This design comes from an exercise in tuning for small area, a short achievable clock period and few clock cycles per item on the open sky130 flow, not from production work. The RTL was checked by simulation tests, not by an equivalence proof against the original design. No activity file was given, so power comes from the tool's default toggle rates.

--- config.mk ---
export PLATFORM = sky130hd
export DESIGN_NAME = transport_receiver_connection_fsm
export DESIGN_NICKNAME = transport_receiver_connection_fsm
export VERILOG_FILES = /design/flow/design.v
export SDC_FILE = /design/flow/constraint.sdc
export NUM_CORES = 4
export LEC_CHECK = 0
export CAP_MARGIN = 20
export CORE_MARGIN = 2
export CORE_UTILIZATION = 40
export SETUP_SLACK_MARGIN = 4
export SLEW_MARGIN = 20
--- constraint.sdc ---
create_clock -name core_clock -period 8.0 [get_ports {clock}]
set_input_delay 1.6000 -clock core_clock [delete_from_list [all_inputs] [get_ports {clock}]]
set_output_delay 1.6000 -clock core_clock [all_outputs]
set_load 0.01 [all_outputs]
--- design.v ---
`timescale 1ns / 1ps
package trcf_pkg;
   localparam int FIELD_LEN_W = 13;
   localparam logic [1:0] CMD_SEGMENT = 2'd0;
   localparam logic [1:0] CMD_LISTEN  = 2'd1;
   localparam logic [1:0] CMD_CONSUME = 2'd2;
   localparam logic [1:0] CMD_TICK    = 2'd3;
   localparam logic [2:0] SEG_SYN  = 3'd0;
   localparam logic [2:0] SEG_FIN  = 3'd2;
   localparam logic [2:0] SEG_DATA = 3'd4;
   localparam logic [1:0] REPLY_SYNACK  = 2'd0;
   localparam logic [1:0] REPLY_FINACK  = 2'd1;
   localparam logic [1:0] REPLY_DATAACK = 2'd2;
   localparam logic [1:0] STATUS_OK      = 2'd0;
   localparam logic [1:0] STATUS_REFUSED = 2'd1;
   localparam logic [1:0] STATUS_SHORT   = 2'd2;
   localparam logic [1:0] STATUS_NO_SLOT = 2'd3;
   localparam logic [1:0] CONN_CLOSED = 2'd0;
   localparam logic [1:0] CONN_LISTEN = 2'd1;
   localparam logic [1:0] CONN_OPEN   = 2'd2;
   localparam logic [1:0] CONN_CWAIT  = 2'd3;
   localparam logic [2:0] REG_ENABLE    = 3'd0;
   localparam logic [2:0] REG_PORT0     = 3'd1;
   localparam logic [2:0] REG_CLOSEWAIT = 3'd5;
   localparam logic [15:0] CLOSEWAIT_RESET = 16'd100;
   typedef struct packed {
      logic [FIELD_LEN_W-1:0] read_length;
      logic [FIELD_LEN_W-1:0] seg_length;
      logic [31:0]            seq_num;
      logic [15:0]            to_port;
      logic [15:0]            from_port;
      logic [7:0]             src_node;
      logic [2:0]             seg_type;
      logic [1:0]             slot;
   } req_data_type;
   typedef struct packed {
      logic [FIELD_LEN_W-1:0] buffered_bytes;
      logic [1:0]             slot_state;
      logic [1:0]             status;
      logic [31:0]            reply_ack_num;
      logic [15:0]            reply_from_port;
      logic [15:0]            reply_to_port;
      logic [7:0]             reply_node;
      logic                   reply_valid;
   } rsp_data_type;
   typedef struct packed {
      logic [1:0]             conn_state;
      logic [7:0]             peer_node;
      logic [15:0]            peer_port;
      logic [31:0]            expected_seq;
      logic [FIELD_LEN_W-1:0] used_bytes;
      logic [15:0]            closewait_count;
   } slot_entry_type;
   localparam int SLOT_ENTRY_W = 2 + 8 + 16 + 32 + FIELD_LEN_W + 16;
   typedef struct packed {
      logic [31:0] a;
      logic [31:0] b;
      logic        sub;
   } alu_op_type;
   typedef struct packed {
      logic [31:0] result;
      logic        borrow;
      logic        zero;
   } alu_res_type;
endpackage
`timescale 1ns / 1ps
import trcf_pkg::*;
module transport_receiver_connection_fsm
#(
   parameter int SLOTS     = 4,
   parameter int BUF_BYTES = 4096
) (
   input  logic         clock,
   input  logic         reset,
   input  logic         req_tvalid,
   output logic         req_tready,
   input  logic [103:0] req_tdata,
   input  logic [1:0]   req_tuser,
   output logic         rsp_tvalid,
   input  logic         rsp_tready,
   output logic [95:0]  rsp_tdata,
   output logic [1:0]   rsp_tuser,
   input  logic         csr_valid,
   output logic         csr_ready,
   input  logic [2:0]   csr_index,
   input  logic [15:0]  csr_data
);
   logic [3:0]  enable_ff;
   logic [15:0] port_ff [4];
   logic [15:0] closewait_ff;
   assign csr_ready = !reset;
   logic [15:0] csr_wdata;
   assign csr_wdata = reset ? 16'd0 : csr_data;
   always_ff @(posedge clock) begin
      if (reset || (csr_valid && csr_index == 3'd0)) enable_ff <= csr_wdata[3:0];
      if (reset || (csr_valid && csr_index == 3'd5)) begin
         closewait_ff <= reset ? CLOSEWAIT_RESET : csr_data;
      end
      for (int i = 0; i < 4; i++) begin
         if (reset || (csr_valid && csr_index == 3'(i + 1))) port_ff[i] <= csr_wdata;
      end
   end
   logic        rv_ff;
   logic        acc;
   assign req_tready = !reset && (!rv_ff || rsp_tready);
   assign acc        = req_tvalid && req_tready;
   logic [15:0] r_to;
   logic [3:0]  match, s1_sel;
   logic        s1_seg, s1_lis, s1_con, s1_tick;
   logic        s1_syn, s1_fin, s1_data;
   logic [7:0]  s1_node;
   logic [15:0] s1_from;
   logic [31:0] s1_seq;
   logic [12:0] s1_op;          
   assign r_to    = req_tdata[44:29];
   assign s1_seg  = (req_tuser == CMD_SEGMENT);
   assign s1_lis  = (req_tuser == CMD_LISTEN);
   assign s1_con  = (req_tuser == CMD_CONSUME);
   assign s1_tick = (req_tuser == CMD_TICK);
   assign s1_syn  = (req_tdata[4:2] == SEG_SYN);
   assign s1_fin  = (req_tdata[4:2] == SEG_FIN);
   assign s1_data = (req_tdata[4:2] == SEG_DATA);
   assign s1_node = req_tdata[12:5];
   assign s1_from = req_tdata[28:13];
   assign s1_seq  = req_tdata[76:45];
   assign s1_op   = s1_con ? ~req_tdata[102:90] : req_tdata[89:77];
   always_comb begin
      for (int i = 0; i < 4; i++) begin
         match[i] = enable_ff[i] && (port_ff[i] == r_to);
      end
      if (s1_seg) begin
         s1_sel[0] = match[0];
         s1_sel[1] = match[1] && !match[0];
         s1_sel[2] = match[2] && !match[1] && !match[0];
         s1_sel[3] = match[3] && !match[2] && !match[1] && !match[0];
      end else begin
         for (int i = 0; i < 4; i++) s1_sel[i] = (req_tdata[1:0] == 2'(i));
      end
   end
   logic [1:0]  st_ff   [4];
   logic [7:0]  node_ff [4];
   logic [15:0] pport_ff[4];
   logic [31:0] seq_ff  [4];    
   logic [11:0] used_ff [4];
   logic [1:0]  m_st;
   logic [7:0]  m_node;
   logic [15:0] m_pport;
   logic [31:0] m_seq;
   logic [11:0] m_used;
   logic        m_en;
   always_comb begin
      m_st    = '0;
      m_node  = '0;
      m_pport = '0;
      m_seq   = '0;
      m_used  = '0;
      m_en    = 1'b0;
      for (int i = 0; i < 4; i++) begin
         m_st    = m_st    | ({2{s1_sel[i]}}  & st_ff[i]);
         m_node  = m_node  | ({8{s1_sel[i]}}  & node_ff[i]);
         m_pport = m_pport | ({16{s1_sel[i]}} & pport_ff[i]);
         m_seq   = m_seq   | ({32{s1_sel[i]}} & seq_ff[i]);
         m_used  = m_used  | ({12{s1_sel[i]}} & used_ff[i]);
         m_en    = m_en    | (s1_sel[i] & enable_ff[i]);
      end
   end
   function automatic logic [32:0] padd32(input logic [31:0] a, input logic [31:0] b,
                                          input logic cin);
      logic [31:0] g, p, gg, pp, gn, pn;
      logic [32:0] r;
      g  = a & b;
      p  = a ^ b;
      gg = g;
      pp = p;
      gg[0] = g[0] | (p[0] & cin);
      for (int l = 0; l < 5; l++) begin
         gn = gg;
         pn = pp;
         for (int i = 0; i < 32; i++) begin
            if (((i >> l) & 1) == 1) begin
               gn[i] = gg[i] | (pp[i] & gg[((i >> l) << l) - 1]);
               pn[i] = pp[i] & pp[((i >> l) << l) - 1];
            end
         end
         gg = gn;
         pp = pn;
      end
      r[0] = p[0] ^ cin;
      for (int i = 1; i < 32; i++) r[i] = p[i] ^ gg[i-1];
      r[32] = gg[31];
      padd32 = r;
   endfunction
   function automatic logic [12:0] padd12(input logic [11:0] a, input logic [11:0] b,
                                          input logic cin);
      logic [32:0] r;
      r = padd32({20'd0, a}, {20'd0, b}, cin);
      padd12 = r[12:0];
   endfunction
   function automatic logic [15:0] dec16(input logic [15:0] x);
      logic [15:0] r;
      logic        z;
      z = 1'b1;
      for (int j = 0; j < 16; j++) begin
         r[j] = x[j] ^ z;
         z    = z & !x[j];
      end
      dec16 = r;
   endfunction
   logic        peer_eq, seq_eq, add_ok, cnt_le1, found;
   logic [12:0] add_res;
   logic [31:0] seq_sum;
   assign found   = |s1_sel;
   assign peer_eq = (m_node == s1_node) && (m_pport == s1_from);
   assign seq_eq  = (m_seq == s1_seq);
   assign add_res = padd12(m_used, s1_op[11:0], s1_con);
   assign add_ok  = (add_res[12] == s1_con) && (s1_op[12] == s1_con);
   assign seq_sum = padd32(s1_seq, {19'd0, s1_op}, 1'b0);
   assign cnt_le1 = (m_seq[15:1] == 15'd0);
   logic [1:0]  status, rtype, o_st;
   logic        reply, dack;
   logic        w_peer, w_seq, w_used, w_fin, w_lis;
   always_comb begin
      status      = STATUS_OK;
      rtype       = REPLY_SYNACK;
      reply       = 1'b0;
      dack        = 1'b0;
      o_st        = m_st;
      w_peer      = 1'b0;
      w_seq       = 1'b0;
      w_used      = 1'b0;
      w_fin       = 1'b0;
      w_lis       = 1'b0;
      if (s1_seg) begin
         if (!found) begin
            status = STATUS_NO_SLOT;
         end else begin
            status = STATUS_REFUSED;
            case (m_st)
               CONN_LISTEN: begin
                  if (s1_syn) begin
                     w_peer   = 1'b1;
                     w_seq    = 1'b1;
                     o_st     = CONN_OPEN;
                     status   = STATUS_OK;
                     reply    = 1'b1;
                  end
               end
               CONN_OPEN: begin
                  if (peer_eq) begin
                     if (s1_syn) begin
                        w_seq  = 1'b1;
                        status = STATUS_OK;
                        reply  = 1'b1;
                     end else if (s1_data) begin
                        status = STATUS_OK;
                        rtype  = REPLY_DATAACK;
                        if (!seq_eq) begin
                           reply = 1'b1;
                           dack  = 1'b1;
                        end else if (add_ok) begin
                           w_seq  = 1'b1;
                           w_used = 1'b1;
                           reply  = 1'b1;
                           dack   = 1'b1;
                        end
                     end else if (s1_fin) begin
                        w_fin  = 1'b1;
                        o_st   = CONN_CWAIT;
                        status = STATUS_OK;
                        reply  = 1'b1;
                        rtype  = REPLY_FINACK;
                     end
                  end
               end
               CONN_CWAIT: begin
                  if (s1_fin) begin
                     status = STATUS_OK;
                     reply  = 1'b1;
                     rtype  = REPLY_FINACK;
                  end
               end
               default: ;
            endcase
         end
      end else if (s1_lis) begin
         if (m_en && m_st == CONN_CLOSED) begin
            w_lis = 1'b1;
            o_st  = CONN_LISTEN;
         end else begin
            status = STATUS_REFUSED;
         end
      end else if (s1_con) begin
         if (!m_en || m_st != CONN_OPEN) begin
            status = STATUS_REFUSED;
         end else if (!add_ok) begin
            status = STATUS_SHORT;
         end else begin
            w_used = 1'b1;
         end
      end else begin
         if (m_st == CONN_CWAIT && cnt_le1) begin
            o_st        = CONN_CLOSED;
         end
      end
      if (!reply) rtype = REPLY_SYNACK;
   end
   logic [3:0] rsel_ff;         
   logic [3:0] asel_ff;         
   logic [3:0] hsel_ff;         
   logic [1:0] status_ff;
   logic [1:0] rtype_ff;
   always_ff @(posedge clock) begin
      if (reset) begin
         rv_ff <= 1'b0;
      end else if (acc) begin
         rv_ff <= 1'b1;
      end else if (rsp_tready) begin
         rv_ff <= 1'b0;
      end
   end
   always_ff @(posedge clock) begin
      if (acc) begin
         status_ff <= status;
         rtype_ff  <= rtype;
         rsel_ff   <= reply ? s1_sel : 4'd0;
         asel_ff   <= dack ? s1_sel : 4'd0;
         hsel_ff   <= s1_sel;
      end
   end
   logic [7:0]  o_node;
   logic [15:0] o_to, o_from;
   logic [31:0] o_ack;
   logic [1:0]  o_state;
   logic [11:0] o_used;
   always_comb begin
      o_node  = '0;
      o_to    = '0;
      o_from  = '0;
      o_ack   = '0;
      o_state = '0;
      o_used  = '0;
      for (int i = 0; i < 4; i++) begin
         o_node  = o_node  | ({8{rsel_ff[i]}}  & node_ff[i]);
         o_to    = o_to    | ({16{rsel_ff[i]}} & pport_ff[i]);
         o_from  = o_from  | ({16{rsel_ff[i]}} & port_ff[i]);
         o_ack   = o_ack   | ({32{asel_ff[i]}} & seq_ff[i]);
         o_state = o_state | ({2{hsel_ff[i]}}  & st_ff[i]);
         o_used  = o_used  | ({12{hsel_ff[i]}} & used_ff[i]);
      end
   end
   assign rsp_tvalid = rv_ff;
   assign rsp_tuser  = rtype_ff;
   assign rsp_tdata  = {6'd0, 1'b0, o_used, o_state, status_ff, o_ack, o_from, o_to, o_node,
                        |rsel_ff};
   logic [31:0] wseq;
   assign wseq = s1_data ? seq_sum : s1_seq;
   logic [3:0]  tick_i, close_i, w_st_i, w_used_i;
   logic [1:0]  st_n [4];
   logic [11:0] used_n [4];
   always_comb begin
      for (int i = 0; i < 4; i++) begin
         tick_i[i]   = acc && s1_tick && st_ff[i] == CONN_CWAIT;
         close_i[i]  = tick_i[i] && (seq_ff[i][15:1] == 15'd0);
         w_st_i[i]   = reset || close_i[i] || (acc && s1_sel[i] && (w_peer || w_fin || w_lis));
         w_used_i[i] = reset || close_i[i] || (acc && s1_sel[i] && w_used);
         st_n[i]     = (reset || close_i[i]) ? CONN_CLOSED : o_st;
         used_n[i]   = (reset || close_i[i]) ? 12'd0 : add_res[11:0];
      end
   end
   always_ff @(posedge clock) begin
      for (int i = 0; i < 4; i++) begin
         if (w_st_i[i]) st_ff[i] <= st_n[i];
         if (w_used_i[i]) used_ff[i] <= used_n[i];
         if (acc && s1_sel[i] && w_peer) begin
            node_ff[i]  <= s1_node;
            pport_ff[i] <= s1_from;
         end
         if (acc && s1_sel[i] && w_seq) seq_ff[i] <= wseq;
         if (acc && s1_sel[i] && w_fin) seq_ff[i][15:0] <= closewait_ff;
         if (tick_i[i] && !close_i[i]) seq_ff[i][15:0] <= dec16(seq_ff[i][15:0]);
      end
   end
endmodule
--- run.sh ---
#!/bin/bash
# synth_recipe.tcl (not shown) runs the flow's synth.tcl, then flattens the netlist and writes it again
# the make line also repeats each setting of config.mk as NAME=value (left out here)
make -C /OpenROAD-flow-scripts/flow DESIGN_CONFIG=/design/flow/config.mk WORK_HOME=/design/flow/orfs CLKGATE_MAP_FILE= SYNTH_SCRIPT=/design/flow/synth_recipe.tcl finish
==> metrics.md, run 1 <==
| Metric | Value |
|---|---|
| Synthesized-area fraction occupied by adder cells | 5.55% |
| CTS H-tree lvls | 2 |
| Pleak | 12.2 nW |
| CP Launch Type | input pin |
| Clock Path Buffers | 3 |
| DR vias/cell | 5.99 |
| PwrDens | 180 mW/mm2 |
| Clock share of power | 37.2% |
| Grt total ovfl | 0 |
| Drt drc | 0 |
| Post-Synth XOR/XNOR Area | 5.02% |
| Netlist cell types | 83 |
| Root Buffer | clkbuf_16 |
| Main combinational cell family by area after synthesis | compound AO/OA/AOI/OAI gates |
| HPWL after DPL | 54100 um |
| Setup TNS | 0 ns |
| WS Path Type | in2reg |
| Initial antenna violation count | 2 |
| Sequential Power Share | 43.4% |
| Clock Pin Slew Worst Setup and Hold Paths | 0.05 ns |
| Total Wirelength | 82700 um |
| CTS sink count | 381 |
| Tcrit/Tclk final | 82.6% |
| Synth Warn # | 9 |
| Number of I/O pins | 231 |
| Post-synthesis mux area share | 5.06% |
| Die Width | 239 um |
| Largest net degree at the start of global routing | 48 |
| Proportion of layout cells with a drive suffix above 1 | 23.1% |
| Skew final | 0.0263 ns |
| Seq/Total Area, Yosys | 51.5% |
| GRT Total Usage | 28.1% |
| First-pass GRT wire length | 120000 um |
| RSZ-0062 raised after global routing | true |
| Buffers and inverters on the worst path | 5 |
| Peak supply drop | 0.000154 V |
| Post-Syn Area | 0.0222 mm2 |
| Final critical-path required period | 6.61 ns |
| Antenna-violating nets left | 0 |
| Async set-reset flop share out of synthesis | 0% |
| Sw frac | 26.9% |
| CTS tree | done |
| Hold Violations, Final | 0 |
| Area delta synth->final | 38.2% |
| Synth Area in Simple Gates | 13.8% |
| Flop2flop setup slack | 1.99 ns |
| Worst slack at placement | 0.0314 ns |
| Die height | 239 um |
| Worst Path Max Fanout | 7 |
| Antenna cells | 0 |
| Slew Limit Fails | 0 |
| Commonest non-fill, non-tap cells in the layout | edfxtp_1, nand2_1, clkdlybuf4s50_1 |
| Initial Utilization | 40.3% |
| Crit. End Element | flop |
| Final Power | 5.52 mW |
| Area after DPL | 0.0259 mm2 |
| Worst-Margin Slew | 1.05 ns |
| Initial DRC Count | 2059 |
| Status | finished clean |
| Vias in the first global route | 18800 |
| Slew HR | 29.8% |
| Clk Latency, worst-skew pair | 0.59 ns |
| WL per Instance | 26.1 um |
| Gpl congestion | 0.902 |
| Num rows | 86 |
| CP delay by family, top | compound AO/OA/AOI/OAI gates |
| Nets@finish | 2614 |
| #FFs+latches synth | 381 |
| Worst EP arrival | 6.90 ns |
| Cell mode on critical path | a21o_1 |
| Synth Area in Compound Gates | 15.2% |
| Post-Syn Instances | 1978 |
| EDFF count, synth | 380 |
| Worst path max stage delay | 0.56 ns |
| Final setup margin | 1.39 ns |
| Crit path required time | 8.30 ns |
| Syn Area/Cell | 11.2 um2 |
| Core area | 0.0550 mm2 |
| Worst path slowest cell | or4b_4 |
| Main flop type after synthesis | edfxtp_1 |
| Total number of vias | 19000 |
| P_sw | 1.49 mW |
| Die area | 0.0573 mm2 |
| Max Cap Viol | 0 |
| F_max | 0.151 GHz |
| Total CTS buffers | 44 |
| Worst min path class | reg2reg |
| First-pass DRT Iterations | 8 |
| Finish-stage setup viols | 0 |
| Port Buffer Count | 222 |
| Comb power frac | 19.4% |
| Internal Power | 4.03 mW |
| Commonest non-fill, non-tap cell in the layout | edfxtp_1 |
| Final Cell Area | 0.0307 mm2 |
-- worst paths after layout --
path,from,endpoint,cells past startpoint
worst max-delay path,req_tdata[38],seq_ff[3][14],27
worst min register to register,rv_ff,rv_ff,3
worst max register to register,port_ff[2][9],seq_ff[3][14],26
worst min-delay path,rv_ff,rv_ff,3
-- what timing repair did --
item                                    in CTS  in global routing
endpoints found under the setup margin     479                486
gates resized for setup                    286                126
cloned                                       9                  5
hold buffers                                 0                  0
pin swaps                                   72                 56
setup buffers                              111                 47
-- power groups by stage --
stage               Combinational, mW  Sequential (mW)  Clock [mW]
finish                           1.07             2.39        2.05
global route                     1.14             2.40        2.15
CTS                             0.991             2.39        2.08
detailed placement              0.846             2.43           0
global placement                0.832             2.42           0
floorplan                       0.495             2.40           0
-- per-layer routing --
metal,vias up,part of all wire [%],GRT usage (%)
met5,-,0,0
met4,0,4.4,11.9
met3,201,7.8,4.68
met2,974,48,46.4
met1,9437,40,36.6
li1,8375,-,-
-- state kept, by name (all words and copies together), names as in the netlist --
register / cells
rv_ff: 1
st_ff: 8
enable_ff: 4
hsel_ff: 4
status_ff: 2
rtype_ff: 2
pport_ff: 64
port_ff: 64
used_ff: 48
closewait_ff: 16
asel_ff: 4
rsel_ff: 4
seq_ff: 128
node_ff: 32
-- cells in the mapped netlist, types with 40 or more instances --
| master | n | area [um2] |
|---|---|---|
| edfxtp_1 | 380 | 11400 |
| nand2_1 | 243 | 912 |
| a22oi_1 | 183 | 1370 |
| nor2_1 | 120 | 450 |
| mux2i_1 | 112 | 1120 |
| inv_1 | 100 | 375 |
| ha_1 | 84 | 1050 |
| clkbuf_1 | 73 | 274 |
| xnor2_1 | 66 | 578 |
| xor2_1 | 61 | 534 |
| a21oi_1 | 48 | 240 |
| a222oi_1 | 47 | 470 |
| o21ai_0 | 43 | 215 |
| nand4_1 | 40 | 250 |
-- layout make-up --
type | count | area [um2]
Clock buffer | 50 | 1140
Inverter | 103 | 405
Tap cell | 748 | 936
Fill cell | 4547 | 24300
Multi-Input combinational cell | 1396 | 11400
Sequential cell | 381 | 11400
Timing Repair Buffer | 465 | 5080
Clock inverter | 27 | 293
-- logic make-up after synthesis --
group,Yosys count
XOR/XNOR,127
AO/OA/AOI/OAI,442
AND/OR/NAND/NOR,613
buffers and inverters,209
other,1
adder cells (fa/ha/maj),93
multiplexers,112
flip-flops,381
-- worst min-delay path, stage by stage, from the launching register on --
cell and delay (ns):
dfxtp_1 0.31, nor2b_2 0.16, nor2_1 0.08, nor2_1 0.04
-- per-stage QoR --
stage	instances	hold WS, ns	util, %
floorplan	1984	0.614	-
global placement	2921	0.589	47.2
detailed placement	2921	0.603	47.2
CTS	3118	0.641	53.8
global route	3170	0.672	55.8
finish	3170	0.635	55.8
Testbench counts, summed over its fixed seeds: cycles 4,808, items 4,800.
==> run 2, diff against run 1 <==
--- a/design.v
+++ b/design.v
@@ -113,3 +113,3 @@
    logic [31:0] s1_seq;
-   logic [12:0] s1_op;          
+   logic [12:0] r_slen, r_rlen;
    assign r_to    = req_tdata[44:29];
@@ -125,3 +125,4 @@
    assign s1_seq  = req_tdata[76:45];
-   assign s1_op   = s1_con ? ~req_tdata[102:90] : req_tdata[89:77];
+   assign r_slen  = req_tdata[89:77];
+   assign r_rlen  = req_tdata[102:90];
    always_comb begin
@@ -145,5 +146,2 @@
    logic [1:0]  m_st;
-   logic [7:0]  m_node;
-   logic [15:0] m_pport;
-   logic [31:0] m_seq;
    logic [11:0] m_used;
@@ -152,5 +150,2 @@
       m_st    = '0;
-      m_node  = '0;
-      m_pport = '0;
-      m_seq   = '0;
       m_used  = '0;
@@ -159,5 +154,2 @@
          m_st    = m_st    | ({2{s1_sel[i]}}  & st_ff[i]);
-         m_node  = m_node  | ({8{s1_sel[i]}}  & node_ff[i]);
-         m_pport = m_pport | ({16{s1_sel[i]}} & pport_ff[i]);
-         m_seq   = m_seq   | ({32{s1_sel[i]}} & seq_ff[i]);
          m_used  = m_used  | ({12{s1_sel[i]}} & used_ff[i]);
@@ -166,54 +158,26 @@
    end
-   function automatic logic [32:0] padd32(input logic [31:0] a, input logic [31:0] b,
-                                          input logic cin);
-      logic [31:0] g, p, gg, pp, gn, pn;
-      logic [32:0] r;
-      g  = a & b;
-      p  = a ^ b;
-      gg = g;
-      pp = p;
-      gg[0] = g[0] | (p[0] & cin);
-      for (int l = 0; l < 5; l++) begin
-         gn = gg;
-         pn = pp;
-         for (int i = 0; i < 32; i++) begin
-            if (((i >> l) & 1) == 1) begin
-               gn[i] = gg[i] | (pp[i] & gg[((i >> l) << l) - 1]);
-               pn[i] = pp[i] & pp[((i >> l) << l) - 1];
-            end
-         end
-         gg = gn;
-         pp = pn;
-      end
-      r[0] = p[0] ^ cin;
-      for (int i = 1; i < 32; i++) r[i] = p[i] ^ gg[i-1];
-      r[32] = gg[31];
-      padd32 = r;
-   endfunction
-   function automatic logic [12:0] padd12(input logic [11:0] a, input logic [11:0] b,
-                                          input logic cin);
-      logic [32:0] r;
-      r = padd32({20'd0, a}, {20'd0, b}, cin);
-      padd12 = r[12:0];
-   endfunction
-   function automatic logic [15:0] dec16(input logic [15:0] x);
-      logic [15:0] r;
-      logic        z;
-      z = 1'b1;
-      for (int j = 0; j < 16; j++) begin
-         r[j] = x[j] ^ z;
-         z    = z & !x[j];
-      end
-      dec16 = r;
-   endfunction
-   logic        peer_eq, seq_eq, add_ok, cnt_le1, found;
-   logic [12:0] add_res;
+   logic        peer_eq, seq_eq, add_ok, found;
    logic [31:0] seq_sum;
    assign found   = |s1_sel;
-   assign peer_eq = (m_node == s1_node) && (m_pport == s1_from);
-   assign seq_eq  = (m_seq == s1_seq);
-   assign add_res = padd12(m_used, s1_op[11:0], s1_con);
-   assign add_ok  = (add_res[12] == s1_con) && (s1_op[12] == s1_con);
-   assign seq_sum = padd32(s1_seq, {19'd0, s1_op}, 1'b0);
-   assign cnt_le1 = (m_seq[15:1] == 15'd0);
+   logic [3:0] peq_i, seq_i;
+   always_comb begin
+      for (int i = 0; i < 4; i++) begin
+         peq_i[i] = (node_ff[i] == s1_node) && (pport_ff[i] == s1_from);
+         seq_i[i] = (seq_ff[i] == s1_seq);
+      end
+   end
+   assign peer_eq = |(s1_sel & peq_i);
+   assign seq_eq  = |(s1_sel & seq_i);
+   logic [12:0] addop;
+   logic [13:0] sum_i [4];
+   logic [3:0]  ok_i;
+   assign addop = s1_con ? {~r_rlen[11:0], 1'b1} : {r_slen[11:0], 1'b0};
+   always_comb begin
+      for (int i = 0; i < 4; i++) begin
+         sum_i[i] = {1'b0, used_ff[i], 1'b1} + {1'b0, addop};
+         ok_i[i]  = (sum_i[i][13] == s1_con) && !(s1_con ? r_rlen[12] : r_slen[12]);
+      end
+   end
+   assign add_ok = |(s1_sel & ok_i);
+   assign seq_sum = s1_seq + {19'd0, r_slen};
    logic [1:0]  status, rtype, o_st;
@@ -300,5 +264,2 @@
       end else begin
-         if (m_st == CONN_CWAIT && cnt_le1) begin
-            o_st        = CONN_CLOSED;
-         end
       end
@@ -355,5 +316,9 @@
    logic [31:0] wseq;
+   logic [1:0]  wst;
    assign wseq = s1_data ? seq_sum : s1_seq;
-   logic [3:0]  tick_i, close_i, w_st_i, w_used_i;
-   logic [1:0]  st_n [4];
+   assign wst  = (reset || s1_tick) ? CONN_CLOSED :
+                 s1_lis             ? CONN_LISTEN :
+                 s1_fin             ? CONN_CWAIT  : CONN_OPEN;
+   logic [3:0]  tick_i, close_i, w_st_i, w_used_i, w_shi_i, w_slo_i;
+   logic [15:0] slo_n [4];
    logic [11:0] used_n [4];
@@ -365,4 +330,7 @@
          w_used_i[i] = reset || close_i[i] || (acc && s1_sel[i] && w_used);
-         st_n[i]     = (reset || close_i[i]) ? CONN_CLOSED : o_st;
-         used_n[i]   = (reset || close_i[i]) ? 12'd0 : add_res[11:0];
+         w_shi_i[i]  = acc && s1_sel[i] && w_seq;
+         w_slo_i[i]  = (acc && s1_sel[i] && (w_seq || w_fin)) || (tick_i[i] && !close_i[i]);
+         used_n[i]   = (reset || s1_tick) ? 12'd0 : sum_i[i][12:1];
+         slo_n[i]    = s1_tick ? seq_ff[i][15:0] - 16'd1 :
+                       s1_fin  ? closewait_ff : wseq[15:0];
       end
@@ -371,3 +339,3 @@
       for (int i = 0; i < 4; i++) begin
-         if (w_st_i[i]) st_ff[i] <= st_n[i];
+         if (w_st_i[i]) st_ff[i] <= wst;
          if (w_used_i[i]) used_ff[i] <= used_n[i];
@@ -377,5 +345,4 @@
          end
-         if (acc && s1_sel[i] && w_seq) seq_ff[i] <= wseq;
-         if (acc && s1_sel[i] && w_fin) seq_ff[i][15:0] <= closewait_ff;
-         if (tick_i[i] && !close_i[i]) seq_ff[i][15:0] <= dec16(seq_ff[i][15:0]);
+         if (w_shi_i[i]) seq_ff[i][31:16] <= wseq[31:16];
+         if (w_slo_i[i]) seq_ff[i][15:0] <= slo_n[i];
       end
==> run 2 against run 1 <==
Critical path type unchanged. Clock-buffer cell count up 6. Combinational power up 19%. Design area is 2.9% higher. Synthesized area rose by 4.1%. Setup slack improved by 1.8 ns. Via count is 2.5% higher. Largest power group unchanged. Still clean on timing, DRC and antenna. Die area is 4.0% higher.
==> metrics.md, run 2 <==
| Metric | Value |
|---|---|
| Status | finished clean |
| PwrDens | 180 mW/mm2 (-0.22%) |
| Netlist cell types | 81 (-2.4%) |
| Die height | 244 um (+2.0%) |
| GRT Total Usage | 27.4% (-0.75 points) |
| First-pass GRT wire length | 122000 um (+2.3%) |
| Total number of vias | 19500 (+2.5%) |
| Initial Utilization | 40.2% (-0.098 points) |
| Top cells by area, synth | edfxtp_1, xnor2_1, xor2_1 |
| Seq/Total Area, Yosys | 49.5% (-2.0 points) |
| Hold_buf cts | 0 (unchanged) |
| Slew Limit Fails | 0 (unchanged) |
| Synth Warn # | 10 (+1) |
| Worst Path Max Fanout | 8 (+1) |
| #FFs+latches synth | 381 (unchanged) |
| Vias in the first global route | 19400 (+3.2%) |
| Crit-path cells | buf_6, buf_6, nor2b_4, buf_12, inv_16, o21ai_4, ha_1, a21oi_1, o21ai_1, a31o_2, a21oi_4, mux2i_1, nand2_1, o2111ai_4, and2_4, buf_4, a41oi_4, buf_12, o21ai_4, clkbuf_16 |
| Max reg flops | 128 (unchanged) |
| Finish-stage setup viols | 0 (unchanged) |
| Commonest non-fill, non-tap cell in the layout | edfxtp_1 |
| Number of I/O pins | 231 (unchanged) |
| Buffers and inverters on the worst path | 7 (+2) |
| F_max | 0.208 GHz (+38%) |
| Peak supply drop | 0.000178 V (+16%) |
| Flop2flop setup slack | 3.85 ns (+1.86 ns) |
| Slew HR | 37.4% (+7.6 points) |
| Clock Path Buffers | 3 (unchanged) |
| Final Cell Area | 0.0315 mm2 (+2.9%) |
| Clk Latency, worst-skew pair | 0.60 ns (about the same) |
| Proportion of layout cells with a drive suffix above 1 | 21.7% (-1.4 points) |
| Final setup margin | 3.20 ns (+1.80 ns) |
| Hold Violations, Final | 0 (unchanged) |
| Worst-Margin Slew | 0.933 ns (-0.119 ns) |
| Area after DPL | 0.0264 mm2 (+1.8%) |
| Most frequent cell after synthesis | edfxtp_1 |
| Crit path required time | 8.32 ns (+0.02 ns) |
| Final critical-path required period | 4.80 ns (-1.80 ns) |
| Area delta synth->final | 36.7% |
| Synth top area share | 49.4% (-2.0 points) |
| Worst slack at placement | 1.10 ns (+1.07 ns) |
| Num rows | 88 (+2.3%) |
| Filler cells | 4727 (+4.0%) |
| Die Width | 244 um (+2.0%) |
| Worst path max stage delay | 0.39 ns (-0.17 ns) |
| Worst EP arrival | 5.13 ns (-1.77 ns) |
| First-pass DRT Iterations | 5 (-3) |
| Initial DRC Count | 1743 (-15%) |
| Post-Syn Instances | 2158 (+9.1%) |
| Nets@finish | 2755 (+5.4%) |
| Setup TNS | 0 ns (unchanged) |
| Skew final | 0.0235 ns (-0.00278 ns) |
| Core area | 0.0574 mm2 (+4.3%) |
| Post-synth top area cell | edfxtp_1 |
| CP Launch Type | input pin |
| Port Buffer Count | 222 (unchanged) |
| CTS H-tree lvls | 2 (unchanged) |
| Synth cell count leaders | edfxtp_1, xnor2_1, nand2_1, xor2_1, a22oi_1 |
| Root Buffer | clkbuf_16 |
| HPWL after DPL | 57400 um (+6.0%) |
| Reg with most FFs | seq_ff |
| Post-Syn Area | 0.0231 mm2 (+4.1%) |
| Max Cap Viol | 0 (unchanged) |
| Clock Pin Slew Worst Setup and Hold Paths | 0.06 ns (about the same) |
| EDFF count, synth | 380 (unchanged) |
| Tcrit/Tclk final | 60.0% (-23 points) |
| Commonest non-fill, non-tap cells in the layout | edfxtp_1, xnor2_1, nand2_1 |
| Placed cells | 3053 (+4.5%) |
| Main flop type after synthesis | edfxtp_1 |
| Drt drc | 0 (unchanged) |
| Non-filler cells, final | 3350 (+5.7%) |
| Grt total ovfl | 0 (unchanged) |
| Syn Area/Cell | 10.7 um2 (-4.6%) |
| Initial antenna violation count | 3 (+1) |
| Largest regs | seq_ff: 128 flops, port_ff: 64 flops, pport_ff: 64 flops |
| WL per Instance | 25.3 um (-3.1%) |
| Gpl congestion | 0.920 (+1.9%) |
| Total CTS buffers | 46 (+4.5%) |
| Worst path slowest cell | ha_1 |
| CP delay by family, top | compound AO/OA/AOI/OAI gates |
| RSZ-0062 raised after global routing | true |
| Async set-reset flop share out of synthesis | 0% (unchanged) |
| CTS tree | done |
| CTS sink count | 381 (unchanged) |
| Largest net degree at the start of global routing | 51 (+6.3%) |
| WS Path Type | in2reg |
| Die area | 0.0596 mm2 (+4.0%) |
| Util after Layout | 55.0% (-0.76 points) |
| Crit. End Element | flop |
| Worst min path class | reg2reg |
| Antenna-violating nets left | 0 (unchanged) |
| Area of the multi-input gates | 0.0125 mm2 (+10%) |
| Pleak | 11.4 nW (-6.5%) |
| Total Wirelength | 84700 um (+2.5%) |
| DR vias/cell | 5.81 (-3.0%) |
| Register area | 0.0114 mm2 (unchanged) |
[run 2: cell types whose count changed in the layout (fill, tap and decap cells not counted), sizes merged, moves of 26 or more]
| cell | change |
|---|---|
| a21oi | +26 |
| a222oi | -47 |
| mux2i | -109 |
| inv | -46 |
| nand2 | -41 |
| nor3 | +32 |
| nor4 | +38 |
| xor2 | +122 |
| xnor2 | +143 |
| o21ai | +53 |
[run 2: report_power, final]
| part | switching, mW | total (mW) | internal (mW) |
|---|---|---|---|
| sequential | 0.0691 | 2.37 | 2.30 |
| combinational | 0.690 | 1.27 | 0.584 |
| clock | 0.875 | 2.02 | 1.14 |
| total | 1.63 | 5.67 | 4.03 |
[run 2: cell families (layout without fill, tap and decap cells)]
family                   count (synthesis)  count (layout)  share of synthesized area [%]
adder cells (fa/ha/maj)                 75              75                           4.23
other                                    1               8                         0.0162
AO/OA/AOI/OAI                          455             455                           13.4
XOR/XNOR                               392             392                           14.9
flip-flops                             381             381                           49.5
multiplexers                             4               4                          0.179
buffers and inverters                  181             601                           3.10
AND/OR/NAND/NOR                        669             669                           14.7
[run 2: through the flow]
stage,total power [mW],hold slack [ns]
detailed placement,3.37,0.633
finish,5.67,0.648
CTS,5.59,0.646
floorplan,3.00,0.606
global placement,3.36,0.586
global route,5.85,0.712
[run 2: layout make-up]
cell class,instances,area share [%]
repair inverters,2,0.0992
well taps,765,3.03
inverters,56,0.758
clock inverters,26,0.662
diodes,1,0.00793
repair buffers,461,15.7
multi-input cells,1602,39.7
flip-flops and latches,381,36.2
clock buffers,56,3.84
[run 2: what timing repair did]
action / 4_1_cts / 5_1_grt
pin swaps: 82 / 55
setup endpoints to repair: 474 / 404
buffers inserted: 159 / 35
gates resized for setup: 379 / 133
endpoints found under the hold margin: 0 / 0
cloned: 17 / 3
[run 2: worst reg2reg max path: stages, from the launching register on]
cell,delay [ns]
edfxtp_1,0.48
xor2_4,0.22
or4b_4,0.58
or4_4,0.48
a31oi_4,0.30
o2111ai_4,0.19
inv_2,0.12
ha_4,0.16
inv_1,0.09
a31oi_1,0.31
and3_4,0.26
a41oi_4,0.04
buf_12,0.17
o21ai_4,0.24
clkbuf_16,0.22
[run 2: routing by layer]
layer / track usage, % / vias up / wire (um) / share of wire (%)
li1: - / 8752 / - / -
met1: 34.8 / 9610 / 33100 / 39
met2: 46.3 / 918 / 41500 / 49
met3: 4.04 / 171 / 6270 / 7.4
met4: 12.0 / 6 / 3710 / 4.4
met5: 0 / - / 40 / 0.047
[run 2: worst paths after layout]
check                 startpoint            end  cells past startpoint
hold reg to reg            rv_ff          rv_ff                      3
setup / recovery    req_tuser[1]  used_ff[1][0]                     20
hold / removal             rv_ff          rv_ff                      3
setup reg to reg  port_ff[0][12]  used_ff[1][0]                     14
Testbench counts of run 2, summed over its fixed seeds: cycles 4,808, items 4,800.
==> run 3, diff against run 2 <==
--- a/design.v
+++ b/design.v
@@ -173,2 +173,4 @@
    logic [3:0]  ok_i;
+   logic [12:0] fcar_i [4];
+   logic [12:0] cbor_i [4];
    assign addop = s1_con ? {~r_rlen[11:0], 1'b1} : {r_slen[11:0], 1'b0};
@@ -177,3 +179,5 @@
          sum_i[i] = {1'b0, used_ff[i], 1'b1} + {1'b0, addop};
-         ok_i[i]  = (sum_i[i][13] == s1_con) && !(s1_con ? r_rlen[12] : r_slen[12]);
+         fcar_i[i] = {1'b0, used_ff[i]} + {1'b0, r_slen[11:0]};
+         cbor_i[i] = {1'b0, used_ff[i]} - {1'b0, r_rlen[11:0]};
+         ok_i[i]  = s1_con ? (!cbor_i[i][12] && !r_rlen[12]) : (!fcar_i[i][12] && !r_slen[12]);
       end
--- a/config.mk
+++ b/config.mk
@@ -12 +12,2 @@
 export SLEW_MARGIN = 20
+export TNS_END_PERCENT = 5
==> run 3 against run 2 <==
Highest routed layer unchanged. Via count up 1.4%. Still clean. Setup slack better by 0.034 ns. Sequential power about the same. Clock skew shrank 0.0045 ns.
==> metrics.md, run 3 <==
| Metric | Value |
|---|---|
| GRT Max-Usage Layer | met2 |
| Clock share of power | 36.5% (+0.8 points) |
| Sw frac | 28.3% (-0.56 points) |
| First-pass GRT wire length | 122000 um (about the same) |
| Crit path required time | 8.29 ns (-0.03 ns) |
| CTS tree | done |
| Reg with most FFs | seq_ff |
| Synthesized-area fraction occupied by adder cells | 8.25% (+4.0 points) |
| Total Wirelength | 82900 um (-2.1%) |
| Initial Utilization | 40.6% (+0.35 points) |
| Core area | 0.0606 mm2 (+5.6%) |
| Largest regs | seq_ff: 128 flops, port_ff: 64 flops, pport_ff: 64 flops |
| Clock Path Buffers | 3 (unchanged) |
| Port Buffer Count | 222 (unchanged) |
| Worst EP arrival | 5.06 ns (-0.07 ns) |
| Commonest non-fill, non-tap cell in the layout | edfxtp_1 |
| Worst-Margin Slew | 0.974 ns (+0.0409 ns) |
| Initial antenna violation count | 9 (+6) |
| Async set-reset flop share out of synthesis | 0% (unchanged) |
| Grt total ovfl | 0 (unchanged) |
| Largest net degree at the start of global routing | 53 (+3.9%) |
| HPWL after DPL | 60200 um (+4.9%) |
| Commonest non-fill, non-tap cells in the layout | edfxtp_1, xnor2_1, nand2_1, clkdlybuf4s50_1, a22oi_1 |
| Crit. End Element | flop |
| Synth Area in Simple Gates | 13.1% (-1.6 points) |
| Num rows | 90 (+2.3%) |
| Top cells by area, synth | edfxtp_1, xnor2_1, ha_1 |
| Drt drc | 0 (unchanged) |
| Post-synthesis mux area share | 0.173% (-0.0059 points) |
| Number of I/O pins | 231 (unchanged) |
| GR Util met1 | 35.3% (+0.46 points) |
| Finish-stage setup viols | 0 (unchanged) |
| Main combinational cell family by area after synthesis | XOR/XNOR gates |
| Pleak | 11.0 nW (-3.7%) |
| Vias in the first global route | 19100 (-1.6%) |
| Hold_buf cts | 0 (unchanged) |
| WHS | 0.604 ns (-0.0445 ns) |
| Final setup margin | 3.23 ns (+0.0344 ns) |
| First-pass DRT Iterations | 5 (unchanged) |
| Die height | 252 um (+3.2%) |
| Register area | 0.0114 mm2 (unchanged) |
| Sequential Power Share | 43.4% (+1.5 points) |
| GR Layer Usage met3 | 5.35% (+1.3 points) |
| Tcrit/Tclk final | 59.6% (-0.43 points) |
| Synth cell count leaders | edfxtp_1, xnor2_1, nand2_1, a22oi_1, ha_1 |
| Max Cap Viol | 0 (unchanged) |
| Post-Syn Area | 0.0246 mm2 (+6.5%) |
| Main flop type after synthesis | edfxtp_1 |
| Post-Synth XOR/XNOR Area | 14.4% (-0.45 points) |
| Slew Limit Fails | 0 (unchanged) |
| Synth top area share | 46.4% (-3.0 points) |
| P_sw | 1.56 mW (-4.3%) |
| F_max | 0.210 GHz (+0.72%) |
| Clock Pin Slew Worst Setup and Hold Paths | 0.06 ns (about the same) |
| CP Launch Type | input pin |
| Netlist cell types | 73 (-9.9%) |
| Filler cells | 5448 (+15%) |
| #FFs+latches synth | 381 (unchanged) |
| Most frequent cell after synthesis | edfxtp_1 |
| Total number of vias | 19700 (+1.4%) |
| DR vias/cell | 5.91 (+1.7%) |
| Seq/Total Area, Yosys | 46.5% (-3.0 points) |
| Comb power frac | 20.1% (-2.4 points) |
| Worst min path class | reg2reg |
| Gpl congestion | 0.928 (+0.96%) |
| Initial DRC Count | 2213 (+27%) |
| Root Buffer | clkbuf_16 |
| EDFF count, synth | 380 (unchanged) |
| Slew HR | 35.1% (-2.3 points) |
| WS Path Type | in2reg |
| Hold Violations, Final | 0 (unchanged) |
| CTS sink count | 381 (unchanged) |
| Final critical-path required period | 4.77 ns (-0.0344 ns) |
| Status | finished clean |
| Area delta synth->final | 23.3% |
| Die area | 0.0635 mm2 (+6.4%) |
| Area of the multi-input gates | 0.0132 mm2 (+5.2%) |
| Clk Latency, worst-skew pair | 0.59 ns (about the same) |
| CTS H-tree lvls | 2 (unchanged) |
| Skew final | 0.0190 ns (-0.00448 ns) |
| Synth Area in Compound Gates | 14.2% (+0.82 points) |
| GRT met2 Usage | 40.5% (-5.8 points) |
| GRT Total Usage | 25.5% (-1.8 points) |
| Total CTS buffers | 44 (-4.3%) |
| Worst slack at placement | 1.40 ns (+0.298 ns) |
| Peak supply drop | 0.000142 V (-21%) |
| Antenna-violating nets left | 0 (unchanged) |
| Syn Area/Cell | 10.7 um2 (-0.32%) |
| Synth Warn # | 12 (+2) |
| Post-synth top area cell | edfxtp_1 |
| Worst Path Max Fanout | 16 (+8) |
| Post-Syn Instances | 2306 (+6.9%) |
| Internal Power | 3.97 mW (-1.6%) |
| WL per Instance | 24.8 um (-1.8%) |
| Die Width | 252 um (+3.2%) |
| Max reg flops | 128 (unchanged) |
| Proportion of layout cells with a drive suffix above 1 | 11.3% (-10 points) |
| PwrDens | 182 mW/mm2 (+1.6%) |
| Setup TNS | 0 ns (unchanged) |
| RSZ-0062 raised after global routing | true |
| Nets@finish | 2813 (+2.1%) |
## run 3: cell count changes after synthesis, moves of 10 or more
cell,previous run,this run
a211oi_1,9,19
clkbuf_1,109,119
ha_1,70,154
nand2_1,203,189
nand4_1,41,63
nor2_1,108,128
nor2b_1,50,37
nor4_1,72,46
o211ai_1,9,20
xnor2_1,209,282
xor2_1,183,123
## run 3: kinds of logic after synthesis
logic type / Yosys count
AND/OR/NAND/NOR: 650
AO/OA/AOI/OAI: 508
XOR/XNOR: 405
flip-flops: 381
buffers and inverters: 198
adder cells (fa/ha/maj): 159
multiplexers: 4
other: 1
## run 3: repair_timing
item                                    CTS  global route
setup buffers                            51             6
endpoints found under the setup margin  438           431
pin swaps                                50            11
gates cloned                              7             0
resized for setup                       213            56
## run 3: power groups by stage
| stage | registers [mW] | logic [mW] | clock network, mW |
|---|---|---|---|
| 2_1_floorplan | 2.40 | 0.682 | 0 |
| 3_3_place_gp | 2.44 | 1.01 | 0 |
| 3_5_place_dp | 2.44 | 1.03 | 0 |
| 4_1_cts | 2.40 | 1.08 | 2.05 |
| 5_1_grt | 2.41 | 1.21 | 2.13 |
| 6_report | 2.40 | 1.11 | 2.02 |
## run 3: layout make-up
class | instances | share of cell area (%)
Antenna cell | 4 | 0.0330
Clock buffer | 58 | 3.87
Tap cell | 782 | 3.23
Clock inverter | 20 | 0.768
Multi-Input combinational cell | 1737 | 43.4
Timing Repair Buffer | 301 | 10.2
Sequential cell | 381 | 37.7
Inverter | 59 | 0.760
## run 3: per-layer routing
metal	up-vias	wire (um)
met1	9672	35200
met2	888	38300
met3	135	7050
met5	-	58
li1	9031	-
met4	10	2320
## run 3: through the flow
step	util [%]	cell area [um2]	std cells	power [mW]
global placement	45.4	27500	3196	3.44
detailed placement	45.4	27500	3196	3.47
global route	50.0	30300	3339	5.75
finish	50.0	30300	3342	5.53
CTS	49.7	30100	3332	5.53
floorplan	-	24900	2312	3.08
## run 3: path summary, 6_finish.rpt
kind | start | end | slack, ns | cells after the start
worst max-delay path | req_tdata[56] | seq_ff[3][20] | 3.23 | 12
worst min-delay path | rv_ff | rv_ff | 0.60 | 3
worst max register to register | port_ff[0][15] | used_ff[2][7] | 3.94 | 16
worst min register to register | rv_ff | rv_ff | 0.60 | 3
## run 3: critical path: stages
cell and delay [ns]:
clkdlybuf4s50_1 0.78, xnor2_1 0.40, nand4_1 0.16, nor4_1 0.62, o211ai_1 0.26, nand4_1 0.21, o2111ai_2 0.14, a211oi_2 0.24
buf_4 0.16, buf_4 0.09, and3_4 0.18, buf_12 0.17
Testbench counts of run 3, summed over its fixed seeds: cycles 4,808, items 4,800.
==> run 4, diff against run 3 <==
--- a/design.v
+++ b/design.v
@@ -172,2 +172,5 @@
    logic [13:0] sum_i [4];
+   logic [7:0]  lo_i [4];
+   logic [6:0]  hi0_i [4];
+   logic [6:0]  hi1_i [4];
    logic [3:0]  ok_i;
@@ -178,3 +181,6 @@
       for (int i = 0; i < 4; i++) begin
-         sum_i[i] = {1'b0, used_ff[i], 1'b1} + {1'b0, addop};
+         lo_i[i]  = {1'b0, used_ff[i][5:0], 1'b1} + {1'b0, addop[6:0]};
+         hi0_i[i] = {1'b0, used_ff[i][11:6]} + {1'b0, addop[12:7]};
+         hi1_i[i] = {1'b0, used_ff[i][11:6]} + {1'b0, addop[12:7]} + 7'd1;
+         sum_i[i] = {lo_i[i][7] ? hi1_i[i] : hi0_i[i], lo_i[i][6:0]};
          fcar_i[i] = {1'b0, used_ff[i]} + {1'b0, r_slen[11:0]};
@@ -185,3 +191,7 @@
    assign add_ok = |(s1_sel & ok_i);
-   assign seq_sum = s1_seq + {19'd0, r_slen};
+   logic [13:0] seq_lo;
+   logic [18:0] seq_hi1;
+   assign seq_lo  = {1'b0, s1_seq[12:0]} + {1'b0, r_slen};
+   assign seq_hi1 = s1_seq[31:13] + 19'd1;
+   assign seq_sum = {seq_lo[13] ? seq_hi1 : s1_seq[31:13], seq_lo[12:0]};
    logic [1:0]  status, rtype, o_st;
==> run 4 against run 3 <==
Still clean. First-iteration DRC count is 13% lower. Design area is 2.9% higher. Via count up 0.86%. Critical path type unchanged. Largest cell class unchanged. Largest power group unchanged.
==> metrics.md, run 4 <==
| Metric | Value |
|---|---|
| Main flop type after synthesis | edfxtp_1 |
| Synth Warn # | 15 (+3) |
| Die area | 0.0636 mm2 (+0.15%) |
| Post-synth top area cell | edfxtp_1 |
| Hold Violations, Final | 0 (unchanged) |
| CTS tree | done |
| Synth top area share | 46.3% (-0.071 points) |
| Pleak | 11.5 nW (+4.5%) |
| Antenna-violating nets left | 0 (unchanged) |
| GRT Total Usage | 25.6% (+0.13 points) |
| PwrDens | 182 mW/mm2 (-0.23%) |
| Vias in the first global route | 19400 (+1.8%) |
| Initial Utilization | 40.6% (+0.062 points) |
| Seq/Total Area, Yosys | 46.4% (-0.071 points) |
| HPWL after DPL | 59900 um (-0.49%) |
| CTS sink count | 381 (unchanged) |
| Largest net degree at the start of global routing | 48 (-9.4%) |
| Grt total ovfl | 0 (unchanged) |
| Skew final | 0.0398 ns (+0.0208 ns) |
| Drt drc | 0 (unchanged) |
| Num rows | 90 (unchanged) |
| Initial DRC Count | 1927 (-13%) |
| Peak supply drop | 0.000178 V (+26%) |
| Placed cells | 3220 (+0.75%) |
| CTS H-tree lvls | 2 (unchanged) |
| Tcrit/Tclk final | 56.2% (-3.4 points) |
| Commonest non-fill, non-tap cell in the layout | edfxtp_1 |
| Final critical-path required period | 4.50 ns (-0.273 ns) |
| Synth cell count leaders | edfxtp_1, xnor2_1, nand2_1, a22oi_1, ha_1 |
| Max reg flops | 128 (unchanged) |
| Finish-stage setup viols | 0 (unchanged) |
| First-pass GRT wire length | 122000 um (+0.27%) |
| Initial antenna violation count | 5 (-4) |
| Worst EP arrival | 4.80 ns (-0.26 ns) |
| WL per Instance | 24.8 um (-0.19%) |
| RSZ-0062 raised after global routing | true |
| Crit-path cells | buf_8, xnor2_4, nand4_1, or4_4, o2111ai_4, o31ai_2, buf_6, nand2_2, nand4_1, buf_4, ha_4, and3_4, and2_4, a211oi_4, buf_12, o22ai_4, buf_6, buf_12 |
| Top cells by area, synth | edfxtp_1, xnor2_1, ha_1 |
| Proportion of layout cells with a drive suffix above 1 | 13.4% (+2.2 points) |
| Clock Path Buffers | 3 (unchanged) |
| Reg with most FFs | seq_ff |
| Gpl congestion | 0.939 (+1.2%) |
| Syn Area/Cell | 10.7 um2 (about the same) |
| Die height | 252 um (about the same) |
| Filler cells | 5346 (-1.9%) |
| #FFs+latches synth | 381 (unchanged) |
| EDFF count, synth | 380 (unchanged) |
| Commonest non-fill, non-tap cells in the layout | edfxtp_1, xnor2_1, nand2_1 |
| DR vias/cell | 5.87 (-0.57%) |
| Crit path required time | 8.30 ns (about the same) |
| Area delta synth->final | 26.6% |
| CP Launch Type | input pin |
| Async set-reset flop share out of synthesis | 0% (unchanged) |
| Worst path max stage delay | 0.51 ns (-0.27 ns) |
| Non-filler cells, final | 3390 (+1.4%) |
| Total number of vias | 19900 (+0.86%) |
| Core area | 0.0606 mm2 (unchanged) |
| Post-Syn Area | 0.0246 mm2 (+0.15%) |
| Netlist cell types | 64 (-12%) |
| Worst min path class | reg2reg |
| Slew Limit Fails | 0 (unchanged) |
| Total CTS buffers | 45 (+2.3%) |
| Most frequent cell after synthesis | edfxtp_1 |
| Total Wirelength | 84000 um (+1.2%) |
| Clock Pin Slew Worst Setup and Hold Paths | 0.06 ns (about the same) |
| First-pass DRT Iterations | 6 (+1) |
| F_max | 0.222 GHz (+6.1%) |
| Nets@finish | 2873 (+2.1%) |
| Post-Syn Instances | 2311 (+0.22%) |
| Die Width | 252 um (about the same) |
| Worst Path Max Fanout | 8 (-8) |
| Status | finished clean |
| Root Buffer | clkbuf_16 |
| Crit. End Element | flop |
| Slew HR | 34.1% (-1.0 points) |
| Largest regs | seq_ff: 128 flops, port_ff: 64 flops, pport_ff: 64 flops |
| WS Path Type | in2reg |
| Port Buffer Count | 222 (unchanged) |
| Number of I/O pins | 231 (unchanged) |
| Worst-Margin Slew | 0.989 ns (+0.0150 ns) |
| Setup TNS | 0 ns (unchanged) |
| Clk Latency, worst-skew pair | 0.61 ns (+0.02 ns) |
| Worst path slowest cell | or4_4 |
| Max Cap Viol | 0 (unchanged) |
==> run 4: changes by cell type in the layout (fill, tap and decap cells not counted), sizes merged, moves of 9 or more <==
cell and change:
a21o +34, a21oi -17, buf +22, clkdlybuf4s50 -25, dlygate4sd2 +27, nand2 +14
nand4 +17, nor3 -19, o211ai -9, xnor2 +31, xor2 -18
==> run 4: area by class of cell <==
class                           count  area (um2)  share of cell area (%)
Inverter                           69         270                   0.867
Tap cell                          782         978                    3.14
Antenna cell                        1        2.50                 0.00803
Multi-Input combinational cell   1750       13600                    43.7
Clock buffer                       56        1170                    3.74
Clock inverter                     23         292                   0.935
Sequential cell                   381       11400                    36.7
Timing Repair Buffer              328        3410                    10.9
==> run 4: kinds of logic (layout without fill, tap and decap cells) <==
family,after synthesis,in the layout,share of synthesized area (%)
adder cells (fa/ha/maj),168,168,8.81
XOR/XNOR,418,418,14.9
other,1,8,0.0152
buffers and inverters,190,476,3.00
flip-flops,381,381,46.4
AND/OR/NAND/NOR,652,656,13.0
AO/OA/AOI/OAI,501,501,13.9
==> run 4: critical path: cells and delay by family <==
| family | cells | cell delay [ns] |
|---|---|---|
| buffers and inverters | 6 | 0.92 |
| adders and majority gates | 1 | 0.25 |
| xor gates and xnor gates | 1 | 0.16 |
| AOI/OAI and AO/OA | 4 | 0.52 |
| and+or+nand+nor | 6 | 1.35 |
==> run 4: timing repair <==
| action | CTS | global route |
|---|---|---|
| cloned | 8 | 1 |
| hold buffers | 0 | 0 |
| setup endpoints to repair | 444 | 439 |
| resized for setup | 242 | 119 |
| buffers inserted | 54 | 27 |
| pin swaps | 66 | 53 |
==> run 4: report_power, final <==
part	switching [mW]	internal, mW	total, mW	leakage [nW]
Sequential	0.101	2.30	2.40	3.56
Clock	0.874	1.20	2.08	0.707
Combinational	0.652	0.541	1.19	7.21
Total	1.63	4.05	5.67	11.5
==> run 4: through the flow <==
step	instance area (um2)	setup slack [ns]	hold slack [ns]	total power [mW]	util (%)
finish	31200	3.50	0.654	5.67	51.5
CTS	30500	3.61	0.659	5.63	50.3
global placement	27800	1.67	0.596	3.49	45.9
global route	31200	3.47	0.706	5.89	51.5
detailed placement	27800	1.66	0.615	3.51	45.9
floorplan	24900	3.35	0.605	3.10	-
==> run 4: path summary, 6_finish.rpt <==
| kind | slack, ns | startpoint | cells past startpoint | to |
|---|---|---|---|---|
| hold reg to reg | 0.65 | rv_ff | 3 | rv_ff |
| setup reg to reg | 4.11 | port_ff[2][13] | 17 | seq_ff[1][6] |
| hold / removal | 0.65 | rv_ff | 3 | rv_ff |
| setup / recovery | 3.50 | req_tdata[38] | 18 | seq_ff[1][6] |
==> run 4: layer usage <==
metal	GRT usage [%]	vias to the layer above	share of wire [%]
li1	-	9078	-
met1	33.2	9785	40
met2	43.1	858	48
met3	4.43	177	7.8
met4	9.35	8	3.8
met5	0	-	0.055
Testbench counts of run 4, summed over its fixed seeds: cycles 4,808, items 4,800.

port drivers added, routing unchanged:
The results above use ideal ports. As a check the final layouts listed here were re-extracted and re-timed, cells and wires unchanged.
Step 1: set_driving_cell puts a clkbuf_16 on clock and a buf_2 on each other input, an assumption about the parent block.
Step 2 times the ports against the registers' clock, not the clock port: input delays grow and output delays shrink by t, the midpoint of the rising clock arrivals with the driver on.
Three values: ideal ports, drivers, drivers and shift; two values: the first two.
run	t, ns	slack for setup (ns)	latest minus earliest clock arrival (ns)
run 1	0.644	1.394 / 1.410 / 0.766	0.027 / 0.026
run 2	0.655	3.196 / 3.166 / 2.512	0.023 / 0.023
run 3	0.645	3.231 / 3.263 / 2.617	0.019 / 0.019
run 4	0.658	3.504 / 3.520 / 2.862	0.039 / 0.040
After both steps every run listed still meets setup and hold. For run 2, which loses most, drivers alone change the setup slack by -0.030 ns; drivers and shift together by -0.684 ns.
